What follows belongs to an exercise in optimizing a design on an open flow for small area; a production flow would make more cautious choices. Function was checked by simulation only, so behaviour that the tests miss may differ from the original. No driver is modelled on the clock port, so clock power and skew are understated where the tree is cut down; a real chip needs a root buffer or a tree. No activity file was given, so power comes from the tool's default toggle rates.

## run D
==> flow/design.v (excerpt) <==
module rhythm_game_top (
	input  wire        max10_clk1_50,
	input  wire        arst_n,
	input  wire        frame_tick,
	input  wire  [7:0] keycode,
	output logic [1:0] state,
	output logic [3:0] lane_hit,
	output logic [3:0] lane_miss,
	output logic [7:0] hit_count,
	output logic [7:0] miss_count,
	output logic [7:0] combo
);
	localparam logic [1:0] IDLE = 2'd0, PLAYING = 2'd1, DRAIN = 2'd2, DONE = 2'd3;
	logic [2:0] code, key_c;
	logic       key_chg;
	always_comb begin
		case (keycode)
			8'h2C:   code = 3'd1;
			8'h29:   code = 3'd2;
			8'h07:   code = 3'd4;
			8'h09:   code = 3'd5;
			8'h0D:   code = 3'd6;
			8'h0E:   code = 3'd7;
			default: code = 3'd0;
		endcase
	end
	always_ff @(posedge max10_clk1_50 or negedge arst_n) begin
		if (!arst_n) begin
			key_c   <= 3'd0;
			key_chg <= 1'b0;
		end else begin
			key_c   <= code;
			key_chg <= (code != key_c);
		end
	end
	logic       start, stop;
	logic [3:0] press;
	assign start = key_chg && (key_c == 3'd1);
	assign stop  = key_chg && (key_c == 3'd2);
	always_comb
		for (int l = 0; l < 4; l++)
			press[l] = key_chg && (key_c == 3'(4 + l));
	logic restart, clear, clear_q, beat, spawn, busy, go;
	logic [7:0] ticks;           
	logic [7:0] ticks_next;
	logic [3:0] q;               
	logic [3:0] r;               
	assign q  = ticks[7:4];
	assign r  = ticks[3:0];
	assign go = start && (state[1] == state[0]);    
	always_ff @(posedge max10_clk1_50 or negedge arst_n) begin
		if (!arst_n)
			state <= IDLE;
		else if (stop)
			state <= IDLE;
		else if (go)
			state <= PLAYING;
		else if (state == PLAYING && beat && q == 4'd0)    
			state <= DRAIN;
		else if (state == DRAIN && !busy && !spawn)
			state <= DONE;
	end
	always_ff @(posedge max10_clk1_50) begin
		restart <= go;
		clear   <= restart || stop || go;
		clear_q <= clear;
  ...
Size: ~310 cells after synthesis, roughly 60 flip-flops, about 45 I/O pins, ~2700 sq um of cells after synthesis.
clock: 5.0 ns
lec_check: 0
abc_area: 1
cap_margin: 0
core_margin: 2
core_utilization: 60
gpl_timing_driven: 0
slew_margin: 0
standard.sh (not shown) runs the stock make flow with config.mk's settings and CLKGATE_MAP_FILE= SYNTH_SCRIPT=/design/flow/synth_recipe.tcl, a recipe that flattens the netlist after the stock synthesis.
==> flow/flow/run.sh <==
#!/bin/bash
# The standard layout (standard.sh) with three changes:
#  - synthesis leaves adders to ABC (no extract_fa) and maps the
#    combinational logic with several area-only ABC scripts (flow/abc_*.script),
#    keeping the smallest result; everything else in synthesis, the
#    registers included, is the standard flow's own synthesis script, unchanged
#  - port buffers use the smallest buffer cell
#  - the clock tree uses clkbuf_4 and no dummy loads, and is then replaced
#    (flow/clock_buffers.tcl, run as ORFS's POST_CTS_TCL hook) by two
#    clkbuf_16 fed by the clock port, one for each half of the registers
# The full make output goes to flow_make.log in this folder.
set -euo pipefail
here=$PWD
orig=$(grep -o 'SYNTH_SCRIPT=[^ ]*' standard.sh | head -1 | cut -d= -f2)
cat > flow_synth.tcl <<TCL
proc extract_fa {args} {
  puts "extract_fa skipped"
}
# Map the combinational logic with each of the area-oriented ABC scripts in
# flow/ and keep the smallest result (liberty area of the whole design); the
# registers are mapped before this step and are not touched by it.
proc abc {args} {
  set i [lsearch \$args -script]
  set lib [lindex \$args [expr {[lsearch \$args -liberty] + 1}]]
  set best_area 1e12
  set best ""
  yosys design -save pre_abc
  foreach sc [lsort [glob $here/flow/abc_*.script]] {
    yosys design -load pre_abc
    set a \$args
    lset a [expr {\$i + 1}] \$sc
    if { [catch { yosys abc {*}\$a } err] } {
      puts "ABC script [file tail \$sc] failed: \$err"
      continue
    }
    yosys tee -q -o $here/abc_stat.txt stat -liberty \$lib
    set fh [open $here/abc_stat.txt r]
    set txt [read \$fh]
    close \$fh
    regexp {Chip area for module[^:]*:\s*([0-9.]+)} \$txt -> area
    puts "ABC script [file tail \$sc]: area \$area"
    if { \$area < \$best_area } {
      set best_area \$area
      set best \$sc
      yosys design -save best_abc
    }
  }
  yosys design -load best_abc
  puts "ABC script chosen: [file tail \$best] (area \$best_area)"
}
source $orig
TCL
sed "s#SYNTH_SCRIPT=[^ ]*#SYNTH_SCRIPT=$here/flow_synth.tcl#" standard.sh > flow_standard.sh
export SKIP_REPAIR_TIE_FANOUT=1
export SYNTH_INSBUF=0
export BUFFER_PORTS_ARGS="-buffer_cell sky130_fd_sc_hd__buf_1"
export POST_CTS_TCL=$here/flow/clock_buffers.tcl
export KBUF_N=3
export KBUF_CELL=sky130_fd_sc_hd__clkbuf_8
export CTS_ARGS="-sink_clustering_enable -repair_clock_nets -dont_use_dummy_load -buf_list sky130_fd_sc_hd__clkbuf_4"
bash flow_standard.sh finish > flow_make.log 2>&1
==> flow/flow/clock_buffers.tcl <==
set block [ord::get_db_block]
set db [ord::get_db]
set port_net [$block findNet max10_clk1_50]
set sinks {}
set bufs {}
proc walk { net } {
  upvar sinks sinks bufs bufs
  foreach it [$net getITerms] {
    if { [$it isOutputSignal] } { continue }
    set inst [$it getInst]
    set m [[$inst getMaster] getName]
    if { [string match "sky130_fd_sc_hd__clkbuf*" $m] || [string match "sky130_fd_sc_hd__clkinv*" $m] } {
      lappend bufs $inst
      foreach o [$inst getITerms] {
        if { [$o isOutputSignal] && [$o getNet] != "NULL" } { walk [$o getNet] }
      }
    } else {
      lappend sinks $it
    }
  }
}
walk $port_net
set dead {}
foreach inst $bufs {
  foreach o [$inst getITerms] {
    set n [$o getNet]
    if { [$o isOutputSignal] && $n != "NULL" } { $o disconnect; lappend dead $n }
  }
  odb::dbInst_destroy $inst
}
foreach n [lsort -unique $dead] { odb::dbNet_destroy $n }
# sink coordinates
set pts {}
foreach it $sinks {
  set bb [[$it getInst] getBBox]
  lappend pts [list [expr {([$bb xMin] + [$bb xMax]) / 2}] [expr {([$bb yMin] + [$bb yMax]) / 2}] $it]
}
set K $::env(KBUF_N)
# split: K=2 by x; K=4 by x then y; K=3 by x into thirds
proc split_by { pts idx n } {
  set s [lsort -integer -index $idx $pts]
  set out {}
  set len [llength $s]
  for {set i 0} {$i < $n} {incr i} {
    lappend out [lrange $s [expr {$i * $len / $n}] [expr {($i + 1) * $len / $n - 1}]]
  }
  return $out
}
if { $K == 4 } {
  set groups {}
  foreach g [split_by $pts 0 2] { foreach h [split_by $g 1 2] { lappend groups $h } }
} else {
  set groups [split_by $pts 0 $K]
}
set master [$db findMaster $::env(KBUF_CELL)]
set i 0
foreach g $groups {
  set buf [odb::dbInst_create $block $master clkbuf_leaf_$i]
  set leaf [odb::dbNet_create $block clknet_leaf_$i]
  $leaf setSigType CLOCK
  [$buf findITerm A] connect $port_net
  [$buf findITerm X] connect $leaf
  set xs 0; set ys 0
  foreach p $g { set xs [expr {$xs + [lindex $p 0]}]; set ys [expr {$ys + [lindex $p 1]}]; [lindex $p 2] disconnect; [lindex $p 2] connect $leaf }
  $buf setLocation [expr {$xs / [llength $g]}] [expr {$ys / [llength $g]}]
  $buf setPlacementStatus PLACED
  incr i
}
detailed_placement
estimate_parasitics -placement
Other scripts of this flow, unchanged in this note and not shown: flow/flow/abc_A3.script, flow/flow/abc_DA0.script, flow/flow/abc_DA1.script, flow/flow/abc_DA5.script, flow/flow/abc_DC0.script, flow/flow/abc_DC1.script, flow/flow/abc_DS0.script, flow/flow/abc_DS1.script, flow/flow/abc_DS2.script, flow/flow/abc_DS3.script, flow/flow/abc_E.script, flow/flow/abc_I.script, flow/flow/abc_M.script, flow/flow/abc_P.script, flow/flow/abc_Q.script, flow/flow/abc_S.script, flow/flow/abc_U.script, flow/flow/abc_V.script, flow/flow/abc_V6.script, flow/flow/abc_W.script, flow/flow/abc_X.script
Run D did not stop at any stage, and its layout met the timing, design-rule and antenna checks.
diff inputs: run D => run E
-- flow/flow/run.sh --
<<< run D, line 58
export KBUF_N=3
export KBUF_CELL=sky130_fd_sc_hd__clkbuf_8
>>> run E, line 58
export KBUF_N=2
export KBUF_CELL=sky130_fd_sc_hd__clkbuf_16
### Flow results
Compared with run D, run E shows a higher count of vias placed by the detailed router.
The switching share of power number comes out lower for run E vs run D.
Compared to run D, the router laid down more metal wire for run E.
| count of inverters other than clock inverters in the layout | run D vs run E | ≈ equal |
For power of the sequential group, run D and run E come out practically identical.
[compare] base=run D new=run E: power after layout now sits higher; largest fanout on the critical path now sits at about the same level.
The filler cell count in the final layout in run E sits about 1.4% above the value recorded for run D.
No run of this note takes its clock network from TritonCTS; it comes from the design's own scripts or RTL.

-- static timing again, ports no longer ideal --
The flow's constraints put no driver on any port. The routed layouts listed below were extracted and timed again, unchanged, in two steps. Step 1 sets driving cells, clkbuf_16 on the clock port and buf_2 on the other inputs (assumed; they add their load-dependent delay and slew). Step 2 times the ports against the registers' clock, not the clock port: input delays grow and output delays shrink by t, the midpoint of the rising clock arrivals with the driver on. Slacks: no drivers / after step 1 / after step 2; pairs: no drivers / after step 1.
run	shift t [ns]	setup slack, ns	worst setup path after step 2	slew at the worst register clock pin (ns)	pins driven straight from the clock port
run D	0.213	0.617 / 0.617 / 0.617	register to register	0.12 / 0.12	3
run E	0.214	0.612 / 0.612 / 0.612	register to register	0.11 / 0.11	2
After both steps every run listed still meets setup and hold.
